From an optimization exercise on the open Yosys and OpenROAD flow, aimed at small area and a short achievable clock period; shortcuts taken in it are not production practice. RTL that was checked went through simulation tests only; none was proved equivalent to the original. The RTL of runs 1 and 2 was laid out without a check of its function. Power figures rest on the tool's default switching activity, not on a simulated workload.

## flow/config.mk

```make
export PLATFORM = sky130hd
export DESIGN_NAME = ahb3lite_mem_slave
export DESIGN_NICKNAME = ahb3lite_mem_slave
export VERILOG_FILES = /design/flow/design.v
export SDC_FILE = /design/flow/constraint.sdc
export NUM_CORES = 4
export LEC_CHECK = 0
export CAP_MARGIN = 20
export CORE_MARGIN = 2
export CORE_UTILIZATION = 40
export SLEW_MARGIN = 20
export SYNTH_HIERARCHICAL = 1
```

## flow/constraint.sdc

```tcl
create_clock -name core_clock -period 5.5 [get_ports {HCLK}]
set_input_delay 1.1000 -clock core_clock [delete_from_list [all_inputs] [get_ports {HCLK}]]
set_output_delay 1.1000 -clock core_clock [all_outputs]
set_load 0.01 [all_outputs]
```

## flow/design.v

```verilog
package ahb3lite_pkg;
    typedef enum logic [1:0] {
        IDLE   = 2'b00,
        BUSY   = 2'b01,
        NONSEQ = 2'b10,
        SEQ    = 2'b11
    } HTRANS_state;
    typedef enum logic [2:0] {
        S_IDLE,
        S_WAIT,
        S_DATA,
        S_ERR1,
        S_ERR2
    } slave_state_t;
    localparam logic HRESP_OKAY  = 1'b0;
    localparam logic HRESP_ERROR = 1'b1;
endpackage
module ahb3lite_mem_bit (
    input  logic clk_i,
    input  logic we_i,
    input  logic hold_i,    
    input  logic d_i,
    output logic next_o     
);
    logic q;
    assign next_o = (we_i & d_i) | (hold_i & q);
    always_ff @(posedge clk_i) begin
        q <= next_o;
    end
endmodule
module ahb3lite_aoi222 (
    input  logic [2:0] s_i,
    input  logic [2:0] d_i,
    output logic       y_no
);
    assign y_no = !(|(s_i & d_i));
endmodule
module ahb3lite_rd_bit (
    input  logic [63:0] sel_i,
    input  logic [63:0] bits_i,
    output logic        bit_o
);
    logic [21:0] grp_n;
    for (genvar g = 0; g < 21; g++) begin : g_aoi
        ahb3lite_aoi222 u_aoi (
            .s_i  (sel_i[3*g +: 3]),
            .d_i  (bits_i[3*g +: 3]),
            .y_no (grp_n[g])
        );
    end
    assign grp_n[21] = !(sel_i[63] & bits_i[63]);
    assign bit_o = !(&grp_n);
endmodule
module ahb3lite_sp_ram #(
    parameter int DEPTH = 64,
    parameter int AW    = $clog2(DEPTH)
) (
    input  logic          clk_i,
    input  logic          we_i,
    input  logic [AW-1:0] waddr_i,
    input  logic [31:0]   wdata_i,
    input  logic          re_i,
    input  logic [AW-1:0] raddr_i,
    output logic [31:0]   rdata_o    
);
    logic [63:0] wsel;
    logic [63:0] whold;
    logic [63:0] rsel;
    logic [63:0] next [32];    
    always_comb begin
        for (int w = 0; w < 64; w++) begin
            wsel[w]  = we_i && (waddr_i == 6'(w));
            whold[w] = !wsel[w];
            rsel[w]  = re_i && (raddr_i == 6'(w));
        end
    end
    for (genvar w = 0; w < 64; w++) begin : g_word
        for (genvar b = 0; b < 32; b++) begin : g_bit
            ahb3lite_mem_bit u_bit (
                .clk_i  (clk_i),
                .we_i   (wsel[w]),
                .hold_i (whold[w]),
                .d_i    (wdata_i[b]),
                .next_o (next[b][w])
            );
        end
    end
    for (genvar b = 0; b < 32; b++) begin : g_rd
        ahb3lite_rd_bit u_rd (
            .sel_i  (rsel),
            .bits_i (next[b]),
            .bit_o  (rdata_o[b])
        );
    end
endmodule
module ahb3lite_mem_slave (
    input  logic        HCLK,
    input  logic        HRESET,
    input  logic        HSEL,
    input  logic [31:0] HADDR,
    input  logic [1:0]  HTRANS,
    input  logic        HWRITE,
    input  logic [31:0] HWDATA,
    input  logic        HREADY,
    output logic        HREADYOUT,
    output logic        HRESP,
    output logic [31:0] HRDATA,
    output logic [31:0] mem_WR_addr,
    output logic        mem_write_flag,
    output logic [31:0] HWDATA_toMem,
    output logic [15:0] wr_count
);
    logic        ready_q;    
    logic        resp_q;     
    logic        wr_q;       
    logic [5:0]  waddr_q;    
    logic [31:0] rdata_q;    
    logic [15:0] wr_count_q;
    logic        accept;
    logic        in_range;
    logic        err_start;
    logic        wr_start;
    logic        rd_start;
    logic [31:0] rdata_d;
    assign in_range  = (HADDR[31:6] == 26'd0);
    assign accept    = HSEL && HREADY && ready_q && HTRANS[1];
    assign err_start = accept && !in_range;
    assign wr_start  = accept && in_range && HWRITE;
    assign rd_start  = accept && in_range && !HWRITE;
    always_ff @(posedge HCLK or posedge HRESET) begin
        if (HRESET) begin
            ready_q    <= 1'b1;
            resp_q     <= 1'b0;
            wr_q       <= 1'b0;
            waddr_q    <= 6'd0;
            rdata_q    <= 32'h0;
            wr_count_q <= 16'd0;
        end else begin
            ready_q    <= !err_start;
            resp_q     <= err_start || !ready_q;
            wr_q       <= wr_start;
            waddr_q    <= wr_start ? HADDR[5:0] : 6'd0;
            rdata_q    <= rdata_d;
            wr_count_q <= wr_count_q + {15'd0, wr_q};
        end
    end
    ahb3lite_sp_ram #(
        .DEPTH (64),
        .AW    (6)
    ) u_ram (
        .clk_i   (HCLK),
        .we_i    (wr_q),
        .waddr_i (waddr_q),
        .wdata_i (HWDATA),
        .re_i    (rd_start),
        .raddr_i (HADDR[5:0]),
        .rdata_o (rdata_d)
    );
    assign HREADYOUT      = ready_q;
    assign HRESP          = resp_q;
    assign HRDATA         = rdata_q;
    assign mem_write_flag = wr_q;
    assign mem_WR_addr    = {26'd0, waddr_q};
    assign HWDATA_toMem   = wr_q ? HWDATA : 32'h0;
    assign wr_count       = wr_count_q;
endmodule
```

## flow/run.sh

```bash
#!/bin/bash
# synth_recipe.tcl (not shown) runs the flow's synth.tcl, then flattens the netlist and writes it again
# the make line also repeats each setting of config.mk as NAME=value (left out here)
make -C /OpenROAD-flow-scripts/flow DESIGN_CONFIG=/design/flow/config.mk WORK_HOME=/design/flow/orfs CLKGATE_MAP_FILE= SYNTH_SCRIPT=/design/flow/synth_recipe.tcl finish
```

==> results of run 1 <==
## layer usage
metal  GRT usage [%]  vias to the layer above
met3           6.817                      576
met1           41.28                    30554
met4           16.73                        8
met5               0                        -
li1                -                    25540
met2           44.85                     3743
## power by group through the flow
stage / Combinational, uW / Sequential [uW] / Clock [uW]
floorplan: 57.8 / 15600 / 0
global placement: 487 / 15600 / 0
detailed placement: 495 / 15600 / 0
CTS: 496 / 15300 / 14700
global route: 518 / 15200 / 15300
finish: 505 / 15200 / 14600
## sequential cells by signal, indices dropped and copies added (netlist names)
signal and count:
rdata_q 32, wr_q 1, ready_q 1, wr_count_q 16, waddr_q 6, u_ram.g_word.g_bit.u_bit.q 2048
resp_q 1
## worst max-delay path, cell delays in order, from the launching register on
cell,delay [ns]
dfrtp_1,0.37
buf_4,0.26
nor3b_2,0.75
nand2_1,0.95
a22o_1,0.50
a222oi_1,0.44
nand4_1,0.48
nor4_1,0.71
nand2_1,0.10
## synthesized netlist by cell type (all sizes together)
master	count	area share, %
or4b	8	0.14
and3b	2	0.025
nor3b	1	0.018
and4b	4	0.056
and3	10	0.092
nor2	131	0.69
nor4b	4	0.084
xnor2	9	0.11
a222oi	672	9.5
and4	2	0.028
buf	43	0.40
or4	2	0.032
nor4	41	0.39
ha	2	0.035
conb	1	0.0053
dfstp	1	0.037
a22o	2048	25
nand3	40	0.28
inv	2	0.011
xor2	5	0.062
dfxtp	2048	58
o21bai	1	0.011
nor3	2	0.021
dfrtp	56	2.0
nand4	135	1.2
a211oi	32	0.34
nand2	134	0.71
nand3b	4	0.042
nand4bb	12	0.19
and2	33	0.29
clkbuf	22	0.12
and4bb	6	0.11
nand4b	8	0.099
or3b	2	0.025
## Yosys stat by module (local to each module, per instance), a selection
| module | times used | area (um2) | flip-flops and latches |
|---|---|---|---|
| ahb3lite_mem_slave | 1 | 2267 | 57 |
| ahb3lite_rd_bit | 32 | 51.30 | 0 |
| ahb3lite_mem_bit | 2048 | 28.78 | 1 |
| ahb3lite_aoi222 | 672 | 10.01 | 0 |
## path summary, 6_finish.rpt
path,from,endpoint
setup / recovery,wr_q,rdata_q[15]
hold / removal,ready_q,resp_q
setup reg to reg,wr_q,rdata_q[15]
hold reg to reg,ready_q,resp_q
max in group asynchronous,HRESET,rdata_q[28]
min in group asynchronous,HRESET,wr_count_q[5]
## layout by cell type (no fill, tap or decap), types with 5 or more instances in the layout
master and count:
nand4bb_1 12, dfrtp_1 56, clkdlybuf4s50_1 126, clkbuf_1 42
buf_4 353, clkinvlp_4 6, or4b_4 5, nand4_1 134
xor2_1 5, and4bb_2 6, nor2_2 124, a222oi_1 672
a211oi_1 32, nand2_1 134, nand3_1 40, and2_1 33
bufinv_16 8, nand4b_1 8, clkinv_2 34, nor4_1 39
clkbuf_16 209, dfxtp_1 2048, and3_1 8, clkbuf_8 69
diode_2 10, buf_12 17, conb_1 26, xnor2_1 9
a22o_1 2048
## layout make-up
class	count	area (um2)
Fill cell	15452	90860
Timing Repair Buffer	498	4262
Sequential cell	2105	42430
Tap cell	2340	2928
Antenna cell	10	25.02
Clock inverter	63	740.7
Inverter	2	8.758
Clock buffer	320	6337
Multi-Input combinational cell	3376	28720
## cells by family (layout without fill, tap and decap cells)
| family | Yosys count | in the layout | synth area share, % |
|---|---|---|---|
| AOI/OAI and AO/OA | 2753 | 2753 | 35.05 |
| xor gates and xnor gates | 14 | 14 | 0.1725 |
| adders and majority gates | 2 | 2 | 0.03520 |
| buffers and inverters | 67 | 883 | 0.5228 |
| DFF | 2105 | 2105 | 59.69 |
| other | 1 | 36 | 0.005276 |
| and+or+nand+nor | 581 | 581 | 4.527 |
## stage by stage
stage	hold WS [ns]	power [uW]
2_1_floorplan	0.4383	15650
3_3_place_gp	0.4356	16080
3_5_place_dp	0.4414	16080
4_1_cts	0.4550	30430
5_1_grt	0.4634	31060
6_report	0.4530	30340
==> notes.md, run 1 <==
GRT:
- Entering global routing, the biggest net connects 66 pins.
- The total routing usage reported by global routing is 30.45%.
- The number of antenna violations at the first check in global routing was 15.
- The first-pass GRT wire length is around 410000 um.
- The number of global-route vias before repair was 57.17k.
- The overflow left after global routing is 0.

STA:
- The hold violation total from the final report is 0.
- The highest achievable clock rate is around 210 MHz.
- Setup repair after global routing left no endpoint under its margin.
- The worst pin sits at a relative slew slack of 20.32%.
- The count of pins over their slew limit is 0.
- The aggregate negative setup slack is 0 ns.
- Setup violations remaining at the end of the flow were counted as 0.
- The transition time at the pin with the least slew margin is 1.192 ns.
- The worst path uses 85.73% of the clock period.
- The clock tree skew after final layout is 0.04261 ns.
- The worst path meets setup with 0.7849 ns of slack.
- Subtracting the final worst setup slack from the clock period gives 4.715 ns.

Routing:
- For this block, the initial DRC count from the detailed router was between 10k and 15k.
- The highest layer touched by signal routing is met5.
- Once detail routing completed, the nets flagged for antenna violations numbered 0.
- The final route contains 60.42k vias.
- In the final routing, the length of wire on met1 measures between 100000 and 150000 um.
- The count of unresolved DRC violations after routing is 0.
- The final routed wirelength across all metal layers is 289500 um.
- In the detailed route, the total length drawn on met2 is 124900 um.
- The amount of wire on met3 after detailed routing is 29260 um.
- The first detailed-routing pass took 9 iterations.
- The via density per instance is 6.934.
- The average wire length per cell after detail routing is 33.22 um.

Cells and area:
- The area growth from synthesis to layout is 20.21%.
- The post-route non-filler standard cell count is ~8.7k.
- In the final layout, the share of cells above drive strength 1 is 13.64%.
- The final core utilization is 48.46%.
- Once layout is done, the placed cells without fillers occupy 85440 um2.
- The number of nets in the finished design is 6262.

Power:
- Net switching is 22.00% of the power.
- The worst-case IR drop observed on VDD is roughly 0.34 mV.
- The switching power is between 6000 and 7000 uW.
- Combinational cells account for ~1.7% of the total power.
- The leakage power total is approximately 0.032 uW.
- The cell-internal power is 23660 uW.
- The sequential share of power is 50.3%.
- For this design the ratio of total power to cell area is 355.1 nW/um2.
- The clock group share of total power is 48.1%.

Min path:
- The worst hold path stage count is 1.
- The class of the most critical hold timing path is flop to flop.

Clock network:
- The number of clock sinks seen by CTS is 2105.
- The tree is rooted in a clkbuf_16.
- The clock insertion delay at the later pin of the skew report is 0.86 ns.
- TritonCTS built the clock tree.
- The count of buffers added by post-CTS timing repair for setup is 0.
- The number of hold buffers added after CTS was 0.
- After clock tree synthesis, the clock-pin slew on the worst setup and hold paths is ~0.070 ns.
- The largest buffer count on any clock path is 3.
- The H-tree generated during clock tree synthesis spans 4 levels.
- In this run, post-CTS repair resized a total of 0 instances.
- The number of buffers added by the clock tree synthesis step is between 200 and 250.

Place:
- After detailed placement, the design holds a cell count of approximately 8.3k.
- The placement-stage cell area is 78340 um2.
- Summed over all nets, the half-perimeter wirelength after detailed placement is 174600 um.
- At the placement stage, the worst setup path has a slack of roughly 0.56 ns.
- Port buffering added 158 buffers.
- The final RePlAce weighted congestion is ~0.97.

Floorplan:
- The floorplan has 154 rows.
- The initial core utilization is 40.32%.
- The die footprint is between 150000 and 200000 um2.
- From bottom edge to top edge, the die measures 425.5 um.
- The core region area is 176300 um2.
- The total I/O pin count is 186.
- From left edge to right edge, the die measures 425.5 um.

Logic synthesis:
- After synthesis, the netlist uses between 40 and 50 different library cells.
- In this run the cell area of the synthesized design comes to 71080 um2.
- During synthesis, Yosys emitted a total of 10 warnings.
- The mean cell area of the mapped netlist is around 13 um2.
- Sequential cells were found to cover 59.69% of the synthesized design area.
- The count of state elements after synthesis is 2105.
- Synthesis produced a netlist whose cell count is 5523.

Run:
- The tool flagged a number of max-cap violations equal to 0.

Worst setup path:
- The critical path arrival is 5.44 ns.
- The number of cells on the worst reg-to-reg path is 8.
- In this run the register-to-register setup slack is about 0.78 ns.
- The nature of the critical path endpoint is a flop.
- The worst-path maximum fanout is 24.
- At the worst endpoint, the required time is 6.23 ns.
- The critical path in this run is classified as flop to flop.
- The category of the worst setup path launch point is a flop.

Run status:
- The run finished with no timing, DRC or antenna violations.
==> run 2: changes to the inputs <==
--- a/flow/config.mk
+++ b/flow/config.mk
@@ -9,4 +9,5 @@
 export CORE_MARGIN = 2
 export CORE_UTILIZATION = 40
+export SETUP_SLACK_MARGIN = 2.5
 export SLEW_MARGIN = 20
 export SYNTH_HIERARCHICAL = 1
==> run 2 against run 1 <==
  * Still clean
  * Setup slack improved by 0.91 ns
  * Power about the same
  * Via count is 4.0% higher
  * Wire length increased by 7.6%
  * Sequential power about the same
  * Global-route usage increased by 2.2 points
  * Hold slack better by 0.0042 ns
  * Clock power about the same
  * Cell area rose by 6.6%
  * Largest cell class unchanged
==> notes.md, run 2 <==
STA:
- The clock tree skew after final layout is 0.04815 ns.
- The hold violation total from the final report is 0.
- The worst path meets setup with 1.696 ns of slack.
- Setup repair after global routing could not meet its margin everywhere.
- The aggregate negative setup slack is 0 ns.
- The highest achievable clock rate is 262.9 MHz.
- The minimum clock period is approximately 3.8 ns.
- The max-slew headroom at the worst pin is between 20% and 30%.
- The number of setup violations in the final report is 0.
- The count of pins over their slew limit is 0.
- The transition time at the pin with the least slew margin is 1.109 ns.
- The share of the cycle needed by the critical path after routing is between 60 and 70%.

Cells and area:
- The largest registers in the layout are u_ram.g_word.g_bit.u_bit.q (2048), rdata_q (32), wr_count_q (16).
- The area of combinational cells with multiple inputs is 29980 um2.
- The register with the most flip-flops in the final layout is u_ram.g_word.g_bit.u_bit.q.
- Cells with a size suffix above 1 make up 19.44% of the layout.
- The number of nets in the finished design is 6507.
- The count of fill cells added during filler insertion is 14.75k.
- The register with the most flip-flops in the layout has 2048 of them.
- The top cell types in the final layout, fill and taps aside, are a22o_1, dfxtp_1, a222oi_1, buf_4, clkbuf_16.
- The register cell area after layout is 42460 um2.
- The area growth from synthesis to layout is 28.11%.
- The finished layout holds 8941 standard cells, fillers aside.

Logic synthesis:
- The mean cell area of the mapped netlist is 12.87 um2.
- Sorting the synthesized cells by area gives the leading types as dfxtp_1, a22o_1, a222oi_1, dfrtp_1, nand4_1.
- The Yosys step of the flow raised 10 warnings.
- The synthesized-area fraction occupied by ao, oa, aoi and oai cells is about a third.
- Synthesis handed over a netlist of 5523 instances.
- The number of flops mapped to enable cells by yosys is 0.
- The area share of fa/ha/maj cells after synthesis is less than 1%.
- In this run the cell area of the synthesized design comes to 71080 um2.
- The share of the synthesized netlist area taken by xor and xnor gates is 0.1725%.
- The commonest cells after synthesis are a22o_1, dfxtp_1, a222oi_1, nand2_1, nand4_1.
- The multiplexer share of the synthesized area is 0%.
- The portion of the post-synthesis area used by sequential elements is 59.69%.
- Synthesis inferred around 2.1k register bits.
- The async set-reset flop share out of synthesis is 2.708%.
- By area, the combinational part of the netlist is dominated by compound AO/OA/AOI/OAI gates.
- The proportion of netlist area held by the largest area contributor is 57.68%.
- For this run, the leading register cell type out of synthesis is dfxtp_1.
- Summing the areas of all and, or, nand and nor instances in the mapped netlist gives under 10% of the synthesized area.
- The largest area contributor in the synthesized netlist is dfxtp_1.
- Yosys mapped the design onto 44 distinct sky130hd cell types.

Clock network:
- No sink is reached through more buffers than the 3 on the longest clock path.
- The tree is rooted in a clkbuf_16.
- The number of buffers added by the clock tree synthesis step is 210.
- Buffers inserted to repair hold after CTS numbered 0.
- Clock-pin slew was measured on the worst setup and hold paths at 0.07 ns.
- In this run the number of H-tree levels came out at 4.
- At the later pin of the worst-skew pair, clock insertion delay measures 0.88 ns.
- The number of clock sinks seen by CTS is 2105.
- TritonCTS built the clock tree.

Routing:
- Dividing the detail-routed via count by the number of cells gives 7.027.
- The pre-antenna-repair detailed-routing pass consisted of 10 iterations.
- The detail route stage leaves a number of antenna-violating nets equal to 0.
- After detailed routing, the number of remaining DRC violations is 0.
- The average wire length per cell after detail routing is 34.84 um.
- The overall via count from detail_route is between 60k and 70k.
- The initial detailed-routing violation count is between 10k and 15k.
- After detailed routing, the total wire length is 311500 um.

Place:
- Timing analysis after detailed placement gives a worst setup slack of 0.4940 ns.
- The final RePlAce weighted congestion is 0.9673.
- The number of I/O port buffers is 158.
- The total placed cells including tap cells is ~8.3k.
- The detailed-placement wirelength estimate is 169600 um.

Floorplan:
- The core region area is 176300 um2.
- Once the floorplan was initialized, standard cells occupied 40.32% of the core.
- The die height is around 430 um.
- The initialized floorplan defines 154 standard-cell rows.
- The floorplan step defined a die boundary enclosing 181100 um2.
- The die width is ~430 um.
- The total I/O pin count is 186.

Worst setup path:
- Walking the worst path, the cells encountered are buf_12 > buf_12 > nor4b_4 > nand2_2 > buf_4 > buf_6 > buf_16 > a22o_1 > a222oi_1 > nand4_1 > nor4_2 > buf_4 > nand2_2.
- The number of cells on the worst reg-to-reg path is 13.
- The worst setup path is launched from a flop.
- In this run the register-to-register setup slack is 1.70 ns.
- The critical path arrival is 4.55 ns.
- For this design, the slowest cell found on the critical path is nand4_1.
- The required time at the endpoint of the critical path is 6.24 ns.
- In this design, the stage delay of the slowest critical-path cell is 0.69 ns.
- The critical path class is flop to flop.
- The worst setup path is captured at a flop.
- In this run the worst path has a maximum fanout of 16.

GRT:
- Across every metal layer, demand over resource in global routing totals 32.61%.
- The number of global-route vias before repair is 59.13k.
- The number of antenna violations at the first check in global routing is 12.
- The first global-routing pass estimated 437500 um of wire.
- Entering global routing, the biggest net connects 66 pins.
- After global routing the overflow that remains totals 0.

Power:
- The power per cell area is around 330 nW/um2.
- The highest ir drop seen on vdd is between 0.3 and 0.4 mV.
- The analysis attributes to cell leakage a power of 0.03510 uW.

Min path:
- Counting instances, the worst hold path has a depth of 1.
- The min-delay analysis places its worst path in the category flop to flop.

Run:
- The max-capacitance violation count is 0.

Run status:
- The flow ran to the end and the layout has no timing, DRC or antenna violations.
==> run 2: worst paths after layout <==
path,start,to
worst max-delay path,waddr_q[1],rdata_q[10]
min in group asynchronous,HRESET,resp_q
worst max register to register,waddr_q[1],rdata_q[10]
worst min register to register,ready_q,resp_q
worst min-delay path,ready_q,resp_q
max in group asynchronous,HRESET,rdata_q[18]
==> run 2: timing repair <==
item	in CTS	in global routing
pin swaps	175	104
setup endpoints to repair	454	68
gates cloned	43	5
gates resized for setup	610	106
setup buffers	193	48
==> run 2: Yosys stat by module (local to each module, per instance), excerpt <==
| module | cells | times used | flops+latches | area [um2] |
|---|---|---|---|---|
| ahb3lite_aoi222 | 1 | 672 | 0 | 10.01 |
| ahb3lite_rd_bit | 9 | 32 | 0 | 51.30 |
| ahb3lite_mem_bit | 2 | 2048 | 1 | 28.78 |
| ahb3lite_mem_slave | 179 | 1 | 57 | 2267 |
==> run 2: kinds of logic after synthesis <==
| family | count (synthesis) |
|---|---|
| XOR/XNOR | 14 |
| buffers and inverters | 67 |
| other | 1 |
| AND/OR/NAND/NOR | 581 |
| AO/OA/AOI/OAI | 2753 |
| adder cells (fa/ha/maj) | 2 |
| flip-flops | 2105 |
==> run 2: power breakdown <==
group	internal, uW	leakage (uW)	switching, uW
Clock	8280	0.00344	6270
Sequential	15300	0.0172	0.397
Combinational	97.6	0.0144	427
==> run 2: stage by stage <==
step	util [%]	power (uW)	hold slack (ns)	cell area [um2]
final	51.65	30320	0.4571	91060
after global routing	51.65	30980	0.4761	91060
after CTS	51.14	30360	0.4564	90160
after detailed placement	44.71	16070	0.4464	78830
after global placement	44.71	16060	0.4433	78830
after floorplan	-	15650	0.4383	71610
==> run 2: worst max-delay path: cells and delay by family (launching register included) <==
family,cells,cell delay [ns]
DFF,1,0.50
and+or+nand+nor,5,1.63
AOI/OAI and AO/OA,2,0.60
buffers and inverters,6,0.95
==> run 2: routing by layer <==
metal	routed length, um	GRT usage (%)
met1	123600	43.22
met2	133200	47.53
met5	87	0
met3	36660	9.254
met4	17990	18.33
==> run 2: final cells by class <==
type / count / area share [%]
flip-flops and latches: 2105 / 46.63
inverters: 2 / 0.009618
clock buffers: 304 / 6.722
repair buffers: 736 / 9.570
multi-input cells: 3379 / 32.93
clock inverters: 68 / 0.9055
well taps: 2340 / 3.215
diodes: 7 / 0.01924
==> run 3: changes to the inputs <==
--- a/flow/design.v
+++ b/flow/design.v
@@ -21,10 +21,8 @@
     input  logic hold_i,    
     input  logic d_i,
-    output logic next_o     
+    output logic q_o
 );
-    logic q;
-    assign next_o = (we_i & d_i) | (hold_i & q);
     always_ff @(posedge clk_i) begin
-        q <= next_o;
+        q_o <= (we_i & d_i) | (hold_i & q_o);
     end
 endmodule
@@ -52,25 +50,21 @@
     assign bit_o = !(&grp_n);
 endmodule
-module ahb3lite_sp_ram #(
-    parameter int DEPTH = 64,
-    parameter int AW    = $clog2(DEPTH)
-) (
-    input  logic          clk_i,
-    input  logic          we_i,
-    input  logic [AW-1:0] waddr_i,
-    input  logic [31:0]   wdata_i,
-    input  logic          re_i,
-    input  logic [AW-1:0] raddr_i,
-    output logic [31:0]   rdata_o    
+module ahb3lite_sp_ram (
+    input  logic        clk_i,
+    input  logic        we_i,
+    input  logic [5:0]  waddr_i,
+    input  logic [31:0] wdata_i,
+    input  logic [5:0]  raddr_i,
+    output logic [31:0] rdata_o
 );
     logic [63:0] wsel;
     logic [63:0] whold;
     logic [63:0] rsel;
-    logic [63:0] next [32];    
+    logic [63:0] bits [32];    
     always_comb begin
         for (int w = 0; w < 64; w++) begin
             wsel[w]  = we_i && (waddr_i == 6'(w));
             whold[w] = !wsel[w];
-            rsel[w]  = re_i && (raddr_i == 6'(w));
+            rsel[w]  = (raddr_i == 6'(w));
         end
     end
@@ -82,5 +76,5 @@
                 .hold_i (whold[w]),
                 .d_i    (wdata_i[b]),
-                .next_o (next[b][w])
+                .q_o    (bits[b][w])
             );
         end
@@ -89,5 +83,5 @@
         ahb3lite_rd_bit u_rd (
             .sel_i  (rsel),
-            .bits_i (next[b]),
+            .bits_i (bits[b]),
             .bit_o  (rdata_o[b])
         );
@@ -122,4 +116,6 @@
     logic        wr_start;
     logic        rd_start;
+    logic        bypass;
+    logic [31:0] rdata_arr;
     logic [31:0] rdata_d;
     assign in_range  = (HADDR[31:6] == 26'd0);
@@ -128,4 +124,7 @@
     assign wr_start  = accept && in_range && HWRITE;
     assign rd_start  = accept && in_range && !HWRITE;
+    assign bypass    = wr_q && (waddr_q == HADDR[5:0]);
+    assign rdata_d   = ({32{rd_start && !bypass}} & rdata_arr)
+                     | ({32{rd_start && bypass}} & HWDATA);
     always_ff @(posedge HCLK or posedge HRESET) begin
         if (HRESET) begin
@@ -145,15 +144,11 @@
         end
     end
-    ahb3lite_sp_ram #(
-        .DEPTH (64),
-        .AW    (6)
-    ) u_ram (
+    ahb3lite_sp_ram u_ram (
         .clk_i   (HCLK),
         .we_i    (wr_q),
         .waddr_i (waddr_q),
         .wdata_i (HWDATA),
-        .re_i    (rd_start),
         .raddr_i (HADDR[5:0]),
-        .rdata_o (rdata_d)
+        .rdata_o (rdata_arr)
     );
     assign HREADYOUT      = ready_q;
--- a/flow/config.mk
+++ b/flow/config.mk
@@ -9,4 +9,6 @@
 export CORE_MARGIN = 2
 export CORE_UTILIZATION = 40
+export CTS_BUF_LIST = sky130_fd_sc_hd__clkbuf_8 sky130_fd_sc_hd__clkbuf_16
+export CTS_CLUSTER_SIZE = 30
 export SETUP_SLACK_MARGIN = 2.5
 export SLEW_MARGIN = 20
==> run 3 against run 2 <==
  * Synthesized cell count is 2.3% higher
  * First-iteration DRC count is 2.9% higher
  * Die area is 1.1% higher
  * Hold slack better by 0.0013 ns
  * Sequential cell count stayed put
  * Critical path depth is 7 lower
  * Largest cell class unchanged
  * Highest routed layer unchanged
==> notes.md, run 3 <==
Logic synthesis:
- After technology mapping, the gate count stands at 5649.
- The biggest area contributor in the post-synthesis netlist is dfxtp_1.
- Of all flip-flops after synthesis, the portion carrying an async set or reset was 2.708%.
- The Yosys step of the flow raised 10 warnings.
- The mean cell area of the mapped netlist is 12.72 um2.
- The synthesized design devotes to its leading area cell type 57.08% of total area.
- Ranked by total cell area, the synthesized netlist is headed by dfxtp_1, a22o_1, a222oi_1, dfrtp_1, nand4_1.
- Counting flops with a built-in enable in the synthesized netlist gives 0.
- Synthesis instantiated 44 different standard cells from the library.
- Of the synthesized area, sequential elements account for about three fifths.
- The count of state elements after synthesis is 2105.
- The predominant post-synthesis flop cell is dfxtp_1.
- After synthesis, the most frequently instantiated cells are a22o_1, dfxtp_1, a222oi_1, nand2_1, nand4_1.
- The post-synth design cell area is between 70000 and 80000 um2.

GRT:
- The total overflow left after global routing is 0.
- The maximum number of pins on one net before global-route repair is 66.
- The number of global-route vias before repair is 60.08k.
- The number of antenna violations at the first check in global routing is 8.
- The first-pass GRT wire length is 446000 um.
- Global routing used 33.10% of the available tracks across all layers.

Power:
- The highest ir drop seen on vdd is 0.2570 mV.
- The power per cell area is 344.0 nW/um2.
- Summed over all cells, the static leakage comes to 0.03446 uW.

Routing:
- The final route contains 64.74k vias.
- For this block, the routed nets add up to 323100 um of wire.
- The initial detailed-routing violation count is 12.31k.
- The count of unresolved DRC violations after routing is 0.
- In the routed layout, each cell is associated on average with a via count of 7.164.
- Dividing the detail-routed wire length by the instance count gives ~36 um.
- The number of search-and-repair iterations in the first detailed-routing pass is 10.
- The detail route stage leaves a number of antenna-violating nets equal to 0.

STA:
- The count of pins over their slew limit is 0.
- The share of the cycle needed by the critical path after routing is roughly three fifths.
- The highest achievable clock rate is 300.2 MHz.
- The hold violation total from the final report is 0.
- Setup violations remaining at the end of the flow were counted as 0.
- Measured against its own limit, the worst slew margin works out to 20.86%.
- The aggregate negative setup slack is 0 ns.
- Setup repair after global routing could not meet its margin everywhere.
- The clock arrives with 0.05123 ns of skew.
- The least setup slack across all paths after layout is 2.169 ns.
- For the finished layout, the period the worst path requires is between 3 and 4 ns.
- At the pin with the least slew margin, the transition time is approximately 1.2 ns.

Cells and area:
- The post-route non-filler standard cell count is 9037.
- The largest registers in the layout are u_ram.g_word.g_bit.u_bit.q_o (2048), rdata_q (32), wr_count_q (16).
- Compared with the post-synthesis result, the final layout area differs by 24.94%.
- Ranked by flip-flop count, first place goes to u_ram.g_word.g_bit.u_bit.q_o.
- The fraction of layout instances using a drive strength above 1 is a little under a fifth.
- At the end of the flow, the number of nets in the layout was 6566.
- Cells fill 50.30% of the core in the end.
- The count of fill cells added during filler insertion is 15.46k.
- In the layout the commonest cells are a22o_1, dfxtp_1, a222oi_1, buf_4, clkbuf_16.
- The number of flip-flops in the largest register is 2048.

Floorplan:
- The total I/O pin count is 186.
- The floorplan has 155 rows.
- The region available for standard cell placement spans 178400 um2.
- The die is 427.8 um tall.
- The die footprint is approximately 180000 um2.
- The initial core utilization is roughly two fifths.
- The die width is about 430 um.

Clock network:
- The clock net in this run drives a total of 2105 sinks.
- The number of hold buffers added after CTS was 0.
- The number of buffers added by the clock tree synthesis step is 211.
- The clock insertion delay at the later pin of the skew report is 0.87 ns.
- The CTS tree is yes.
- The clock slew at the register clock pins of the worst setup and hold paths is 0.07 ns.
- The largest buffer count on any clock path is 3.
- The H-tree was split into 4 levels.
- The buffer type at the clock tree root is clkbuf_16.

Run status:
- The run finished with no timing, DRC or antenna violations.

Worst setup path:
- For the worst setup path, the data required time is 6.24 ns.
- The category of the worst setup path launch point is a flop.
- Along the worst path, the maximum fanout reaches 32.
- At the worst endpoint, the arrival time is 4.07 ns.
- In this run the register-to-register setup slack is 2.17 ns.
- STA classifies the critical path endpoint as a flop.
- The critical path class is flop to flop.

Place:
- The final RePlAce weighted congestion is between 0.9 and 1.
- The total placed cells including tap cells is 8410.
- The detailed-placement wirelength estimate is between 150000 and 200000 um.
- During placement, the flow inserted port buffers numbering 158.
- The worst setup slack before clock tree synthesis is 0.01717 ns.

Run:
- Across the run, the number of max-cap violations was 0.

Min path:
- The path class of the tightest hold or removal check is flop to flop.
run 3: power breakdown:
group          internal, uW  leakage, uW  total, uW  switching, uW
logic                   188       0.0134        802            614
clock network          8440      0.00376      14800           6380
registers             15200       0.0173      15200          0.317
total                 23900       0.0345      30900           7000
run 3: kinds of logic after synthesis:
| group | share of synthesized area, % |
|---|---|
| buffers and inverters | 0.6619 |
| AOI/OAI and AO/OA | 35.28 |
| and+or+nand+nor | 4.713 |
| other | 0.005220 |
| adders and majority gates | 0.03483 |
| xor gates and xnor gates | 0.2439 |
| DFF | 59.06 |
run 3: cell type report:
cell class	instances	area (um2)	area share (%)
Clock buffer	276	6197	6.905
Clock inverter	118	1003	1.118
Timing Repair Buffer	661	6605	7.360
Multi-Input combinational cell	3512	30530	34.01
Tap cell	2355	2947	3.283
Antenna cell	8	20.02	0.02231
Sequential cell	2105	42440	47.29
Inverter	2	7.507	0.008365
run 3: worst paths after layout:
path                       startpoint                                    to  cells past startpoint
max                              wr_q  u_ram.g_word[32].g_bit[20].u_bit.q_o                      6
min                           ready_q                                resp_q                      1
max reg2reg                      wr_q  u_ram.g_word[32].g_bit[20].u_bit.q_o                      6
min reg2reg                   ready_q                                resp_q                      1
max in group asynchronous      HRESET                           rdata_q[31]                      3
min in group asynchronous      HRESET                        wr_count_q[15]                      3
run 3: repair_timing:
item                                   4_1_cts  5_1_grt
endpoints found under the hold margin        0        0
pin swaps                                   71      147
gates resized for setup                    344      140
setup endpoints to repair                  276      915
setup buffers                               60      117
cloned                                      24       22
run 3: critical path, cell delays in order, from the launching register on:
cell	delay, ns
dfrtp_2	0.37
buf_12	0.12
buf_12	0.13
bufbuf_16	0.29
and3b_1	0.86
nand2_2	0.90
a22o_1	0.49
run 3: Yosys stat by module (local to each module, per instance):
module | flops+latches | cells inside | cell area [um2]
ahb3lite_mem_slave | 57 | 303 | 3022
ahb3lite_sp_ram | 0 | 290 | 1508
ahb3lite_rd_bit | 0 | 9 | 51.30
ahb3lite_mem_bit | 1 | 2 | 28.78
ahb3lite_aoi222 | 0 | 1 | 10.01
run 3: through the flow:
step	total power, uW	hold WS [ns]	instance area, um2
floorplan	15720	0.4383	72450
global placement	16220	0.4385	79070
detailed placement	16230	0.4427	79070
CTS	30840	0.4549	87640
global route	31590	0.4678	89730
finish	30880	0.4584	89750
run 3: layer usage:
layer / global-route usage, % / up-vias / wire length, um
li1: - / 26397 / -
met1: 43.49 / 32624 / 124300
met2: 46.85 / 4828 / 133700
met3: 9.638 / 886 / 41210
met4: 22.32 / 6 / 23820
met5: 0 / - / 137
==> run 4: changes to the inputs <==
--- a/flow/config.mk
+++ b/flow/config.mk
@@ -9,6 +9,4 @@
 export CORE_MARGIN = 2
 export CORE_UTILIZATION = 40
-export CTS_BUF_LIST = sky130_fd_sc_hd__clkbuf_8 sky130_fd_sc_hd__clkbuf_16
-export CTS_CLUSTER_SIZE = 30
 export SETUP_SLACK_MARGIN = 2.5
 export SLEW_MARGIN = 20
==> run 4 against run 3 <==
  * Still clean
  * Global-route usage hardly changed
  * Fmax is 1.1% lower
  * Clock power hardly changed
  * Utilization is 0.25 points lower
  * Setup slack worse by 0.038 ns
  * Hold slack hardly changed
  * Via count hardly changed
  * Sequential power hardly changed
  * Wire length is 0.10% lower
==> notes.md, run 4 <==
Clock network:
- The clock slew at the register clock pins of the worst setup and hold paths is 0.06 ns.
- The number of buffers added by the clock tree synthesis step is roughly 210.
- The clock drives roughly 2.1k sinks.
- TritonCTS built the clock tree.
- The H-tree depth is 4.
- After clock tree synthesis, the flow added hold-fix buffers numbering 0.
- Clock tree synthesis selected as its root buffer the cell clkbuf_16.
- Counting along the longest clock path gives a buffer depth of 3.
- The clock insertion delay at the later pin of the skew report is a little under 0.9 ns.

Place:
- Counting tap cells, the placed design contains a total of ~8.4k instances.
- The number of I/O port buffers is between 150 and 200.
- After legalization and detailed placement, the total HPWL measured ~180000 um.
- OpenSTA, run right after detailed placement, puts the worst setup slack at 0.01717 ns.
- The congestion estimate from routability-driven global placement came to around 0.99.

Run:
- The tool flagged a number of max-cap violations equal to 0.

Floorplan:
- The number of standard-cell rows in the floorplan is approximately 160.
- The die height is 427.8 um.
- The initial core utilization is 40.26%.
- The die covers ~180000 um2.
- The total I/O pin count is 186.
- After floorplanning, the core was sized to cover 178400 um2.
- The die width is 427.8 um.

Logic synthesis:
- The portion of the post-synthesis area used by sequential elements is 59.06%.
- Summing every instance area after synthesis gives 71830 um2.
- The number of flops mapped to enable cells by yosys is 0.
- Ranked by instance count, the synthesized netlist is headed by a22o_1, dfxtp_1, a222oi_1, nand2_1, nand4_1.
- In the synthesized netlist the dominant register cell turns out to be dfxtp_1.
- The mean cell area of the mapped netlist is roughly 13 um2.
- During synthesis, Yosys emitted a total of 10 warnings.
- The async set-reset flop share out of synthesis is 2.708%.
- The proportion of netlist area held by the largest area contributor is 57.08%.
- The largest area contributor in the synthesized netlist is dfxtp_1.
- By area the synthesized netlist is led by dfxtp_1, a22o_1, a222oi_1, dfrtp_1, nand4_1.
- The count of state elements after synthesis is 2105.
- The synthesized netlist contains 44 unique library cells.
- The number of cells produced by synthesis is 5649.

Run status:
- The flow ran to the end and the layout has no timing, DRC or antenna violations.

Worst setup path:
- STA classifies the critical path endpoint as a flop.
- The maximum cell stage delay along the critical path is 0.96 ns.
- The required time at the endpoint of the critical path is 6.23 ns.
- The critical path arrival is 4.10 ns.
- STA classifies the critical path startpoint as a flop.
- The signal on the critical path passes through buf_4 > nor4_2 > nand2_2 > a22o_1.
- The worst-path maximum fanout is 32.
- In this design, the largest share of critical-path delay is due to simple AND/OR/NAND/NOR gates.
- The critical path class is flop to flop.
- The slowest library cell on the worst path is nor4_2.
- The number of buffer and inverter instances along the worst setup path is 1.
- The most critical setup path has its startpoint at waddr_q[0].
- The startpoint identified for the worst register-to-register timing path is waddr_q[0].

Cells and area:
- The number of flip-flops in the largest register is 2048.
- The fraction of layout instances using a drive strength above 1 is about a fifth.
- The library cells used most frequently in the layout, excluding fill and tap cells, are a22o_1, dfxtp_1, a222oi_1, buf_4, clkbuf_16.
- The register with the most flip-flops is u_ram.g_word.g_bit.u_bit.q_o.
- The layout overhead on the synthesized area is 24.31%.
- After filler insertion, the fill cell instance count of the layout stands at 15.54k.
- The area of combinational cells with multiple inputs is 30580 um2.
- The post-route non-filler standard cell count is 9005.
- The register cell area after layout is roughly 42000 um2.
- The largest registers in the layout are u_ram.g_word.g_bit.u_bit.q_o (2048), rdata_q (32), wr_count_q (16).
- At the end of the flow, the number of nets in the layout was 6539.

STA:
- The count of pins over their slew limit is 0.
- Setup repair after global routing could not meet its margin everywhere.
- The number of setup violations in the final report is 0.
- After layout, the minimum clock period comes to around 3.4 ns.
- For this run, the top clock speed supported by timing is 296.9 MHz.
- The hold violation total from the final report is 0.
- The max-slew headroom at the worst pin is 15.80%.
- The aggregate negative setup slack is 0 ns.
- The worst path uses 61.25% of the clock period.
- The clock arrives with around 0.054 ns of skew.
- For the pin with the worst max-slew slack, the measured transition is 1.260 ns.
- Setup slack on the critical path of the routed design comes to 2.131 ns.

GRT:
- The maximum number of pins on one net before global-route repair is 66.
- The number of antenna violations at the first check in global routing was 10.
- The overflow left after global routing is 0.
- Global routing used 33.10% of the available tracks.
- The first global-routing pass estimated between 400000 and 500000 um of wire.
- The number of global-route vias before repair is 60.10k.

Power:
- The power per cell area is around 350 nW/um2.
- The leakage power total is between 0.03 and 0.04 uW.
- VDD sags by at most about 0.26 mV.

Routing:
- The post-detailed-route count of antenna-violating nets is 0.
- The initial detailed-routing violation count is 12.70k.
- The first detailed-routing pass took 9 iterations.
- Dividing the detail-routed via count by the number of cells gives roughly 7.2.
- The final routed wirelength across all metal layers is 322800 um.
- Dividing the detail-routed wire length by the instance count gives between 30 and 40 um.
- The count of unresolved DRC violations after routing is 0.
- The overall via count from detail_route is 64.72k.

Min path:
- The class of the most critical hold timing path is flop to flop.
- The startpoint of the tightest hold check path is ready_q.
## run 4: power breakdown
part / internal [uW] / switching [uW]
clock: 8530 / 6360
sequential: 15200 / 0.325
combinational: 175 / 616
total: 24000 / 6980
## run 4: path summary, 6_finish.rpt
| kind | to | slack [ns] | cells past startpoint |
|---|---|---|---|
| worst min register to register | resp_q | 0.46 | 1 |
| max in group asynchronous | rdata_q[31] | 4.01 | 3 |
| worst max-delay path | u_ram.g_word[32].g_bit[20].u_bit.q_o | 2.13 | 4 |
| worst max register to register | u_ram.g_word[32].g_bit[20].u_bit.q_o | 2.13 | 4 |
| worst min-delay path | resp_q | 0.46 | 1 |
| min in group asynchronous | wr_count_q[15] | 0.79 | 3 |
## run 4: cells by family (layout without fill, tap and decap cells)
family                     count (synthesis)  count (layout)  share of synthesized area [%]
AOI/OAI and AO/OA                       2817            2817                          35.28
DFF                                     2105            2105                          59.06
other                                      1              29                       0.005220
xor gates and xnor gates                  20              20                         0.2439
and+or+nand+nor                          617             651                          4.713
buffers and inverters                     87            1026                         0.6619
adders and majority gates                  2               2                        0.03483
## run 4: timing repair
item | in CTS | in global routing
resized for setup | 343 | 132
pin swaps | 71 | 128
buffers inserted | 60 | 93
setup endpoints to repair | 277 | 959
cloned | 24 | 20
## run 4: metal layers
| layer | part of all wire [%] | GRT usage, % | up-vias | wire length, um |
|---|---|---|---|---|
| li1 | - | - | 26350 | - |
| met1 | 38 | 43.46 | 32603 | 123400 |
| met2 | 41 | 46.65 | 4838 | 133200 |
| met3 | 13 | 9.759 | 926 | 42130 |
| met4 | 7.5 | 22.66 | 6 | 24060 |
| met5 | 0.027 | 0 | - | 87 |
## run 4: cell type report
type,instances,share of cell area (%)
diodes,3,0.008407
clock buffers,322,7.134
clock inverters,72,0.9304
inverters,2,0.008407
multi-input cells,3516,34.25
flip-flops and latches,2105,47.53
well taps,2355,3.300
repair buffers,630,6.841
## run 4: per-module statistics from Yosys (local to each module, per instance)
| module | times used | area, um2 | cells inside |
|---|---|---|---|
| ahb3lite_aoi222 | 672 | 10.01 | 1 |
| ahb3lite_mem_slave | 1 | 3022 | 303 |
| ahb3lite_rd_bit | 32 | 51.30 | 9 |
| ahb3lite_sp_ram | 1 | 1508 | 290 |
| ahb3lite_mem_bit | 2048 | 28.78 | 2 |
## run 4: through the flow
step           cell area, um2  hold slack, ns  total power (uW)  utilization (%)
4_1_cts                 87640          0.4549             30920            49.12
3_3_place_gp            79070          0.4385             16220            44.32
3_5_place_dp            79070          0.4427             16230            44.32
6_report                89290          0.4585             30940            50.05
5_1_grt                 89290          0.4678             31660            50.04
2_1_floorplan           72450          0.4383             15720                -
## run 4: worst register-to-register path, delay by kind of cell, from the launching register on
family                 cells  cell delay [ns]
AO/OA/AOI/OAI              1             0.54
flip-flops                 1             0.51
AND/OR/NAND/NOR            2             1.92
buffers and inverters      1             0.28
==> run 5: changes to the inputs <==
--- a/flow/design.v
+++ b/flow/design.v
@@ -52,6 +52,6 @@
 module ahb3lite_sp_ram (
     input  logic        clk_i,
-    input  logic        we_i,
-    input  logic [5:0]  waddr_i,
+    input  logic [7:0]  whi_i,     
+    input  logic [7:0]  wlo_i,     
     input  logic [31:0] wdata_i,
     input  logic [5:0]  raddr_i,
@@ -64,5 +64,5 @@
     always_comb begin
         for (int w = 0; w < 64; w++) begin
-            wsel[w]  = we_i && (waddr_i == 6'(w));
+            wsel[w]  = whi_i[w / 8] && wlo_i[w % 8];
             whold[w] = !wsel[w];
             rsel[w]  = (raddr_i == 6'(w));
@@ -107,6 +107,8 @@
     logic        ready_q;    
     logic        resp_q;     
-    logic        wr_q;       
+    logic        flag_q;     
     logic [5:0]  waddr_q;    
+    logic [7:0]  whi_q;      
+    logic [7:0]  wlo_q;      
     logic [31:0] rdata_q;    
     logic [15:0] wr_count_q;
@@ -116,4 +118,5 @@
     logic        wr_start;
     logic        rd_start;
+    logic        writing;
     logic        bypass;
     logic [31:0] rdata_arr;
@@ -124,5 +127,6 @@
     assign wr_start  = accept && in_range && HWRITE;
     assign rd_start  = accept && in_range && !HWRITE;
-    assign bypass    = wr_q && (waddr_q == HADDR[5:0]);
+    assign writing   = |whi_q;
+    assign bypass    = whi_q[HADDR[5:3]] && wlo_q[HADDR[2:0]];
     assign rdata_d   = ({32{rd_start && !bypass}} & rdata_arr)
                      | ({32{rd_start && bypass}} & HWDATA);
@@ -131,6 +135,7 @@
             ready_q    <= 1'b1;
             resp_q     <= 1'b0;
-            wr_q       <= 1'b0;
+            flag_q     <= 1'b0;
             waddr_q    <= 6'd0;
+            whi_q      <= 8'd0;
             rdata_q    <= 32'h0;
             wr_count_q <= 16'd0;
@@ -138,14 +143,18 @@
             ready_q    <= !err_start;
             resp_q     <= err_start || !ready_q;
-            wr_q       <= wr_start;
+            flag_q     <= wr_start;
             waddr_q    <= wr_start ? HADDR[5:0] : 6'd0;
+            whi_q      <= wr_start ? (8'd1 << HADDR[5:3]) : 8'd0;
             rdata_q    <= rdata_d;
-            wr_count_q <= wr_count_q + {15'd0, wr_q};
+            wr_count_q <= wr_count_q + {15'd0, writing};
         end
+    end
+    always_ff @(posedge HCLK) begin
+        wlo_q <= 8'd1 << HADDR[2:0];
     end
     ahb3lite_sp_ram u_ram (
         .clk_i   (HCLK),
-        .we_i    (wr_q),
-        .waddr_i (waddr_q),
+        .whi_i   (whi_q),
+        .wlo_i   (wlo_q),
         .wdata_i (HWDATA),
         .raddr_i (HADDR[5:0]),
@@ -155,7 +164,7 @@
     assign HRESP          = resp_q;
     assign HRDATA         = rdata_q;
-    assign mem_write_flag = wr_q;
+    assign mem_write_flag = flag_q;
     assign mem_WR_addr    = {26'd0, waddr_q};
-    assign HWDATA_toMem   = wr_q ? HWDATA : 32'h0;
+    assign HWDATA_toMem   = flag_q ? HWDATA : 32'h0;
     assign wr_count       = wr_count_q;
 endmodule
==> run 5 against run 4 <==
  * Sequential cell count increased by 16
  * Utilization rose by 0.096 points
  * Synthesized cell count grew 0.12%
  * Still clean on timing, DRC and antenna
  * Hold slack got worse by 0.0042 ns
  * Global-route usage decreased by 0.83 points
  * Synthesized area is 0.31% higher
  * Clock power barely moved
  * Clock-buffer cell count down 11
  * Non-clock buffer count rose by 46
  * Cell area rose by 0.41%
  * Fmax fell by 0.20%
  * First-iteration DRC count decreased by 1.1%
  * Critical path type is now input pin to flop
==> notes.md, run 5 <==
STA:
- The minimum clock period is 3.375 ns.
- The aggregate negative setup slack is 0 ns.
- After layout, the worst path uses between 60% and 70% of the clock period.
- Headroom to the max-slew limit came out at 28.14%.
- Setup repair after global routing could not meet its margin everywhere.
- The transition time at the pin with the least slew margin is 1.077 ns.
- The hold violation total from the final report is 0.
- Across the routed clock network, the largest skew measured is 0.04980 ns.
- The count of pins over their slew limit came to 0.
- For this run, the top clock speed supported by timing is 296.3 MHz.
- The tightest hold path in the finished design has a slack of 0.4543 ns.
- The number of setup violations in the final report is 0.

Cells and area:
- The area of combinational cells with multiple inputs is roughly 30000 um2.
- After filler insertion, the fill cell instance count of the layout stands at 15.44k.
- The layout overhead on the synthesized area is 24.43%.
- The library cell used most frequently in the layout, excluding fill and tap cells, is dfxtp_1.
- For this run, the share of the core covered by cells in the final layout is 50.14%.
- In the final layout, the registers with the most flip-flops are u_ram.g_word.g_bit.u_bit.q_o (2048), rdata_q (32), wr_count_q (16).
- The final layout contains 6585 nets.
- The fraction of layout instances using a drive strength above 1 is about 17%.
- The number of flip-flops in the largest register is 2048.
- The register cell area after layout is 42800 um2.
- Ranked by flip-flop count, first place goes to u_ram.g_word.g_bit.u_bit.q_o.
- The top cell types in the final layout, fill and taps aside, are dfxtp_1, a22o_1, a222oi_1, buf_4, clkbuf_16.

Routing:
- The initial detailed-routing violation count is 12.56k.
- The pre-antenna-repair detailed-routing pass consisted of 10 iterations.
- In the routed design, unresolved DRC markers number 0.
- The routed layout has around 64k vias.
- The final routed wirelength across all metal layers is 314100 um.
- After detailed routing, the average wire length per cell comes to ~35 um.
- The count of nets left with antenna violations once routing finished came out at 0.
- The via density per instance is roughly 7.1.

Logic synthesis:
- Summed over all instances, the cell type with the most area after synthesis is dfxtp_1.
- dfxtp_1 is the most common cell in the netlist.
- The average instance in the mapped netlist occupies 12.74 um2.
- After synthesis, the cell types taking the most area are dfxtp_1, a22o_1, a222oi_1, dfrtp_1, nand4_1.
- Counting instances in the post-synthesis netlist gives the leading cell types as dfxtp_1, a22o_1, a222oi_1, nand4_1, nand2_1.
- Sequential elements use about three fifths of the synthesized area.
- The number of cells produced by synthesis is 5656.
- The distinct cell type count after synthesis is 43.
- Yosys printed 10 warnings.
- The count of state elements after synthesis is around 2.1k.
- In this run the biggest area consumer among cell types represents 57.12% of the synthesized area.
- The post-synth design cell area is 72060 um2.
- The async set-reset flop share out of synthesis is about 3.1%.
- The number of flops mapped to enable cells by yosys is 0.
- The most used flip-flop cell after synthesis is dfxtp_1.

Min path:
- The min-delay analysis places its worst path in the category input pin to flop.

Clock network:
- TritonCTS built the clock tree.
- In this run the number of H-tree levels came out at 4.
- The number of buffers added by the clock tree synthesis step is 209.
- The buffer type at the clock tree root is clkbuf_16.
- The number of hold buffers added after CTS was 0.
- At the later pin of the worst-skew pair, clock insertion delay measures 0.87 ns.
- The clock slew at the register clock pins of the worst setup and hold paths is 0.06 ns.
- The clock drives 2121 sinks.
- No sink is reached through more buffers than the 3 on the longest clock path.

Power:
- The total power after layout is 30930 uW.
- The highest ir drop seen on vdd is 0.3215 mV.
- Dividing total power by cell area gives a power density of 344.9 nW/um2.
- The leakage power total is approximately 0.035 uW.

Floorplan:
- The initialized floorplan defines 155 standard-cell rows.
- The region available for standard cell placement spans about 180000 um2.
- The total I/O pin count is 186.
- Measured along the x axis, the die boundary spans 428.4 um.
- The die height is 428.4 um.
- The floorplan step defined a die boundary enclosing 183600 um2.
- The initial utilization of the core area, before any placement, comes to 40.30%.

Run status:
- The run finished with no timing, DRC or antenna violations.

GRT:
- The number of global-route vias before repair was 59.65k.
- The overflow left after global routing is 0.
- The number of antenna violations at the first check in global routing is 13.
- The maximum number of pins on one net before global-route repair is 66.
- The first-pass GRT wire length is 442200 um.
- The total routing usage reported by global routing is 32.27%.

Worst setup path:
- The critical path arrival is 4.10 ns.
- STA classifies the critical path endpoint as a flop.
- At the worst endpoint, the required time is 6.22 ns.
- The worst setup path is launched from an input pin.
- The critical path class is input pin to flop.
- The worst-path maximum fanout is 11.

Place:
- Buffers placed on the I/O ports in this run total 158.
- The HPWL after detailed placement is 179600 um.
- The final RePlAce weighted congestion is slightly below 1.

Run:
- Max-cap violations in this run came to 0.
[run 5: cell types whose count changed after synthesis, moves of 10 or more]
cell,before,now
inv_1,2,68
a21oi_1,2,30
nand4_1,135,165
a21oi_2,30,2
o31ai_1,0,27
nor2_1,133,73
nand3_1,72,41
nor4_1,33,43
o21ai_0,33,0
[run 5: metrics by stage]
stage / setup slack [ns] / std cells / cell area (um2)
after floorplan: 2.505 / 5681 / 72710
after CTS: 2.363 / 8992 / 88910
after detailed placement: 0.1408 / 8410 / 79010
after global placement: 0.1322 / 8409 / 78980
final: 2.125 / 9048 / 89660
after global routing: 2.259 / 9047 / 89660
[run 5: layer usage]
layer  GRT usage [%]  up-vias  part of all wire (%)
met5               0        -                 0.020
met3           9.656      776                    13
li1                -    26395                     -
met4           19.74       10                   6.5
met2           46.68     4757                    43
met1           42.18    32348                    38
[run 5: cell families (layout without fill, tap and decap cells)]
kind of cell	count (synthesis)	count (layout)	share of synthesized area [%]
AOI/OAI and AO/OA	2817	2817	35.17
buffers and inverters	152	1133	1.021
and+or+nand+nor	538	566	3.973
DFF	2121	2121	59.38
muxes	11	11	0.2448
other	1	29	0.005204
adders and majority gates	2	2	0.03472
xor gates and xnor gates	14	14	0.1702
[run 5: area by class of cell]
type	instances	share of cell area, %
multi-input combinational	3436	33.50
clock inverter	78	0.9378
tap	2355	3.286
timing repair buffer	676	7.312
inverter	68	0.2875
antenna	3	0.008373
clock buffer	311	6.934
sequential	2121	47.74
[run 5: timing repair]
action | in CTS | in global routing
gates cloned | 37 | 5
resized for setup | 359 | 100
setup endpoints to repair | 103 | 52
buffers inserted | 156 | 48
pin swaps | 194 | 139
[run 5: power by group]
| group | switching (uW) | leakage, uW | internal, uW |
|---|---|---|---|
| sequential | 13.2 | 0.0174 | 15400 |
| combinational | 652 | 0.0139 | 207 |
| clock | 6370 | 0.00349 | 8320 |
| total | 7040 | 0.0349 | 23900 |
[run 5: final timing paths]
path | slack, ns | end | cells after the start | start
max | 2.12 | rdata_q[23] | 12 | HADDR[2]
min | 0.45 | wlo_q[5] | 2 | HADDR[1]
max reg2reg | 2.61 | u_ram.g_word[60].g_bit[7].u_bit.q_o | 3 | wlo_q[4]
min reg2reg | 0.46 | resp_q | 1 | ready_q
max in group asynchronous | 3.75 | flag_q | 3 | HRESET
min in group asynchronous | 0.65 | wr_count_q[8] | 2 | HRESET
[run 5: modules after synthesis (local to each module, per instance)]
module,cells,times used
ahb3lite_aoi222,1,672
ahb3lite_sp_ram,239,1
ahb3lite_mem_bit,2,2048
ahb3lite_mem_slave,361,1
ahb3lite_rd_bit,9,32
[run 5: critical path, cell delays in order]
cell       delay (ns)
buf_12           0.08
buf_12           0.13
buf_4            0.13
nand4bb_4        0.24
nor2_4           0.15
buf_4            0.23
a222oi_1         0.52
nand4_1          0.52
nor4_4           0.64
nand2_1          0.11
o31ai_1          0.09
a21oi_1          0.11
==> run 6: changes to the inputs <==
--- a/flow/config.mk
+++ b/flow/config.mk
@@ -9,4 +9,5 @@
 export CORE_MARGIN = 2
 export CORE_UTILIZATION = 40
+export CTS_BUF_LIST = sky130_fd_sc_hd__clkbuf_8
 export SETUP_SLACK_MARGIN = 2.5
 export SLEW_MARGIN = 20
==> run 6 against run 5 <==
  * Largest power group unchanged
  * Still clean
  * Sequential share of layout area increased by 0.21 points
  * Clock skew increased by 0.012 ns
  * Combinational power fell by 2%
  * Highest routed layer unchanged
  * First-iteration DRC count is 4.2% higher
  * Power is 2.9% lower
==> notes.md, run 6 <==
Run status:
- The flow ran to the end and the layout has no timing, DRC or antenna violations.

Clock network:
- The tree built by TritonCTS fans out to between 2k and 2.5k sinks.
- Clock-pin slew was measured on the worst setup and hold paths at 0.06 ns.
- The H-tree was split into 5 levels.
- CTS placed an instance of clkbuf_8 at the clock tree root.
- The largest buffer count on any clock path is 4.
- The clock insertion delay at the later pin of the skew report is 1.09 ns.
- TritonCTS built the clock tree.
- The number of buffers added by the clock tree synthesis step is 358.
- The number of buffers inserted for hold repair after clock tree synthesis is 0.

Logic synthesis:
- Synthesis handed over a netlist of around 5.7k instances.
- In this run the cell area of the synthesized design comes to 72060 um2.
- Yosys printed 10 warnings.
- Of all flip-flops after synthesis, the portion carrying an async set or reset was slightly above 3%.
- The biggest area contributor in the post-synthesis netlist is dfxtp_1.
- The mean cell area of the mapped netlist is 12.74 um2.
- The commonest cells after synthesis are dfxtp_1, a22o_1, a222oi_1, nand4_1, nand2_1.
- The number of flops mapped to enable cells by yosys is 0.
- The portion of the post-synthesis area used by sequential elements is 59.38%.
- The most common cell in the synthesized netlist is dfxtp_1.
- The synthesized design contains between 2k and 2.5k register bits.
- The most used flip-flop cell after synthesis is dfxtp_1.
- Sorting the synthesized cells by area gives the leading types as dfxtp_1, a22o_1, a222oi_1, dfrtp_1, nand4_1.
- After synthesis, the largest area contributor takes up a little under three fifths of total cell area.
- The distinct cell type count after synthesis is 43.

Place:
- Input and output buffers added on the ports amount to 158.
- The placement-stage cell area is 79010 um2.
- Prior to clock tree synthesis, the placed netlist has a worst setup slack of 0.1408 ns.
- The HPWL after detailed placement is 179600 um.
- The final RePlAce weighted congestion is 0.9612.

Min path:
- The worst hold path belongs to the class input pin to flop.

STA:
- The worst path in the final design needs a cycle of 3.211 ns, including I/O delays and setup.
- The least setup slack across all paths after layout is 2.289 ns.
- The hold violation total from the final report came to 0.
- Derived from the worst setup path, the maximum achievable clock frequency is 311.5 MHz.
- The count of pins over their slew limit is 0.
- Setup repair after global routing could not meet its margin everywhere.
- The max-slew headroom at the worst pin is 8.585%.
- The clock tree skew after final layout is 0.06203 ns.
- Setup violations remaining at the end of the flow were counted as 0.
- The share of the cycle needed by the critical path after routing is 58.38%.
- At the pin with the least slew margin, the transition time is 1.370 ns.
- Setup total negative slack on the finished layout was measured at 0 ns.

GRT:
- The number of antenna violations at the first check in global routing is 11.
- The number of global-route vias before repair is 60.72k.
- Entering global routing, the biggest net connects 66 pins.
- The first-pass GRT wire length is 441200 um.
- The total overflow left after global routing is 0.
- Across every metal layer, demand over resource in global routing totals roughly a third.

Cells and area:
- The finished cells cover a little under 90000 um2.
- The count of fill cells added during filler insertion is about 16k.
- The library cell used most frequently in the layout, excluding fill and tap cells, is dfxtp_1.
- The number of flip-flops in the largest register is 2048.
- The register with the most flip-flops is u_ram.g_word.g_bit.u_bit.q_o.
- The fraction of layout instances using a drive strength above 1 is 18.53%.
- The top cell types in the final layout, fill and taps aside, are dfxtp_1, a22o_1, a222oi_1, clkbuf_8, buf_4.
- After the last flow step, the layout net total stands at 6720.
- The layout overhead on the synthesized area is 23.88%.
- In the final layout, the registers with the most flip-flops are u_ram.g_word.g_bit.u_bit.q_o (2048), rdata_q (32), wr_count_q (16).

Routing:
- The final routed wirelength across all metal layers is ~320000 um.
- The routed design uses between 40000 and 50000 um of met3 wire.
- The routed metal-1 wirelength is around 120000 um.
- The initial detailed-routing violation count is 13.09k.
- The first detailed-routing pass ran for 10 iterations.
- Dividing the detail-routed via count by the number of cells gives about 7.
- Wire segments on met2 add up to around 130000 um in the final route.
- The overall via count from detail_route is 65.03k.
- The uppermost layer routed is met5.
- In the final routed layout, each cell accounts on average for 34.04 um.
- The count of unresolved DRC violations after routing is 0.
- The post-detailed-route count of antenna-violating nets is 0.

Worst setup path:
- At the worst endpoint, the arrival time is ~2.1 ns.
- The worst setup path is of the flop to output pin kind.
- The slack of the worst reg-to-reg path is 2.59 ns.
- The worst setup path is captured at an output pin.
- The required time at the endpoint of the critical path is 4.40 ns.
- The number of cells on the worst reg-to-reg path is 3.
- The number of logic stages on the critical path including buffering is 3.
- The worst-path maximum fanout is 6.
- Broken down by cell family, the worst path's largest delay share belongs to flip-flops.
- The slowest library cell on the worst path is dfrtp_4.
- Following the worst setup path forward leads to its endpoint at HWDATA_toMem[29].
- STA classifies the critical path startpoint as a flop.
- The critical path goes through clkbuf_16 > and2_4 > buf_6.
- The maximum cell stage delay along the critical path is 0.57 ns.
- Counting both buffers and inverters, the worst setup path holds a total of 2.
- In this run the critical register-to-register path is captured at u_ram.g_word[60].g_bit[28].u_bit.q_o.
- The startpoint identified for the worst register-to-register timing path is wlo_q[4].
- The most critical setup path has its startpoint at flag_q.

Floorplan:
- The core region area is 178800 um2.
- The total I/O pin count is 186.
- Measured along the y axis, the die boundary spans 428.4 um.
- Measured along the x axis, the die boundary spans 428.4 um.
- The die footprint is 183600 um2.
- For this configuration, the core starts out at a cell density of 40.30%.
- The number of standard-cell rows in the floorplan is 155.

Run:
- The max-capacitance violation count is 0.

Power:
- The highest ir drop seen on vdd is about 0.22 mV.
- In this run the power density over the cells is ~340 nW/um2.
- The leakage power total is about 0.035 uW.
run 6: cell count changes in the layout (fill, tap and decap cells not counted), moves of 13 or more:
cell,before,now
clkinv_2,48,24
clkbuf_8,54,435
clkbuf_1,45,0
dlygate4sd2_1,10,55
clkbuf_16,215,7
inv_1,49,184
and2_1,32,6
diode_2,3,16
clkdlybuf4s50_1,76,31
clkbuf_2,13,0
buf_4,409,433
and2_4,5,31
buf_2,18,3
run 6: through the flow:
step	hold slack [ns]	utilization (%)	total power, uW	std cells
floorplan	0.4383	-	15880	5681
global placement	0.4389	44.17	16380	8409
detailed placement	0.4503	44.19	16400	8410
CTS	0.2829	49.08	30010	9168
global route	0.2700	49.91	30780	9255
finish	0.2932	49.92	30020	9264
run 6: modules after synthesis (local to each module, per instance):
| module | times used | cell area, um2 | flip-flops and latches |
|---|---|---|---|
| ahb3lite_mem_slave | 1 | 3746 | 73 |
| ahb3lite_sp_ram | 1 | 1007 | 0 |
| ahb3lite_rd_bit | 32 | 51.30 | 0 |
| ahb3lite_mem_bit | 2048 | 28.78 | 1 |
| ahb3lite_aoi222 | 672 | 10.01 | 0 |
run 6: cells by family (layout without fill, tap and decap cells):
logic type,after synthesis,after routing,share of synthesized area [%]
xor gates and xnor gates,14,14,0.1702
buffers and inverters,152,1337,1.021
DFF,2121,2121,59.38
muxes,11,11,0.2448
and+or+nand+nor,538,565,3.973
AOI/OAI and AO/OA,2817,2817,35.17
adders and majority gates,2,2,0.03472
other,1,42,0.005204
run 6: final cells by class:
cell class,instances,area (um2),share of cell area (%)
antenna,16,40.04,0.04485
tap,2355,2947,3.301
clock buffer,435,5987,6.707
multi-input combinational,3435,29980,33.59
sequential,2121,42800,47.95
timing repair buffer,663,6365,7.130
clock inverter,171,884.6,0.9910
inverter,68,257.7,0.2887
run 6: power breakdown:
part / total (uW) / switching [uW] / leakage, uW / internal [uW]
Clock: 13800 / 6370 / 0.00404 / 7410
Combinational: 846 / 651 / 0.0140 / 195
Sequential: 15400 / 12.9 / 0.0174 / 15400
Total: 30000 / 7040 / 0.0355 / 23000
run 6: worst min path at each step:
stage	start	to	slack, ns	depth (start not counted)
floorplan	u_ram.g_word[0].g_bit[0].u_bit.q_o	u_ram.g_word[0].g_bit[0].u_bit.q_o	0.44	1
global placement	ready_q	resp_q	0.44	1
detailed placement	ready_q	resp_q	0.45	1
CTS	HADDR[1]	wlo_q[5]	0.28	2
global route	HADDR[0]	wlo_q[4]	0.27	2
finish	HADDR[1]	wlo_q[4]	0.29	2
run 6: per-layer routing:
| layer | GRT usage [%] | up-vias |
|---|---|---|
| met4 | 20.37 | 8 |
| met1 | 41.62 | 32588 |
| met3 | 10.01 | 913 |
| met5 | 0 | - |
| li1 | - | 26704 |
| met2 | 46.16 | 4816 |
run 6: timing repair:
item,CTS,global route
endpoints found under the setup margin,140,66
resized for setup,292,205
cloned,24,14
buffers inserted,128,66
pin swaps,98,144

## afterwards: timing with drivers on the ports
No port has a modelled driver above. Below, the same layouts with a new extraction and two added sets of constraints.
Step 1 (the two cells are an assumption about what drives the block):
set clk [get_ports {HCLK}]
set_driving_cell -lib_cell sky130_fd_sc_hd__clkbuf_16 $clk
set_driving_cell -lib_cell sky130_fd_sc_hd__buf_2 [delete_from_list [all_inputs] $clk]
Step 2 adds t to the input delays and takes it off the output delays; t is the mean of the earliest and latest rising clock arrival at the registers after step 1. Input paths then give back, and output paths get back, about the clock's delay inside the block.
Slacks: ideal / step 1 / step 2; pairs: ideal / step 1.
run	t (ns)	slack for setup (ns)	hold slack, ns	worst setup path at the end	clock arrival spread, ns
run 1	0.931	0.785 / 0.785 / 0.229	0.453 / 0.453 / 0.453	input to register	0.047 / 0.047
run 2	0.950	1.696 / 1.696 / 0.780	0.457 / 0.457 / 0.457	input to register	0.050 / 0.051
run 3	0.940	2.169 / 2.105 / 1.165	0.458 / 0.458 / 0.458	input to register	0.064 / 0.064
run 4	0.934	2.131 / 2.131 / 1.266	0.458 / 0.458 / 0.458	input to register	0.065 / 0.065
run 5	0.929	2.125 / 2.145 / 1.216	0.454 / 0.439 / 0.459	input to register	0.054 / 0.054
run 6	1.135	2.289 / 2.197 / 1.148	0.293 / 0.247 / 0.460	input to register	0.089 / 0.088
After both steps every run listed still meets setup and hold. For run 6, which loses most, drivers alone change the setup slack by -0.092 ns; drivers and shift together by -1.141 ns.
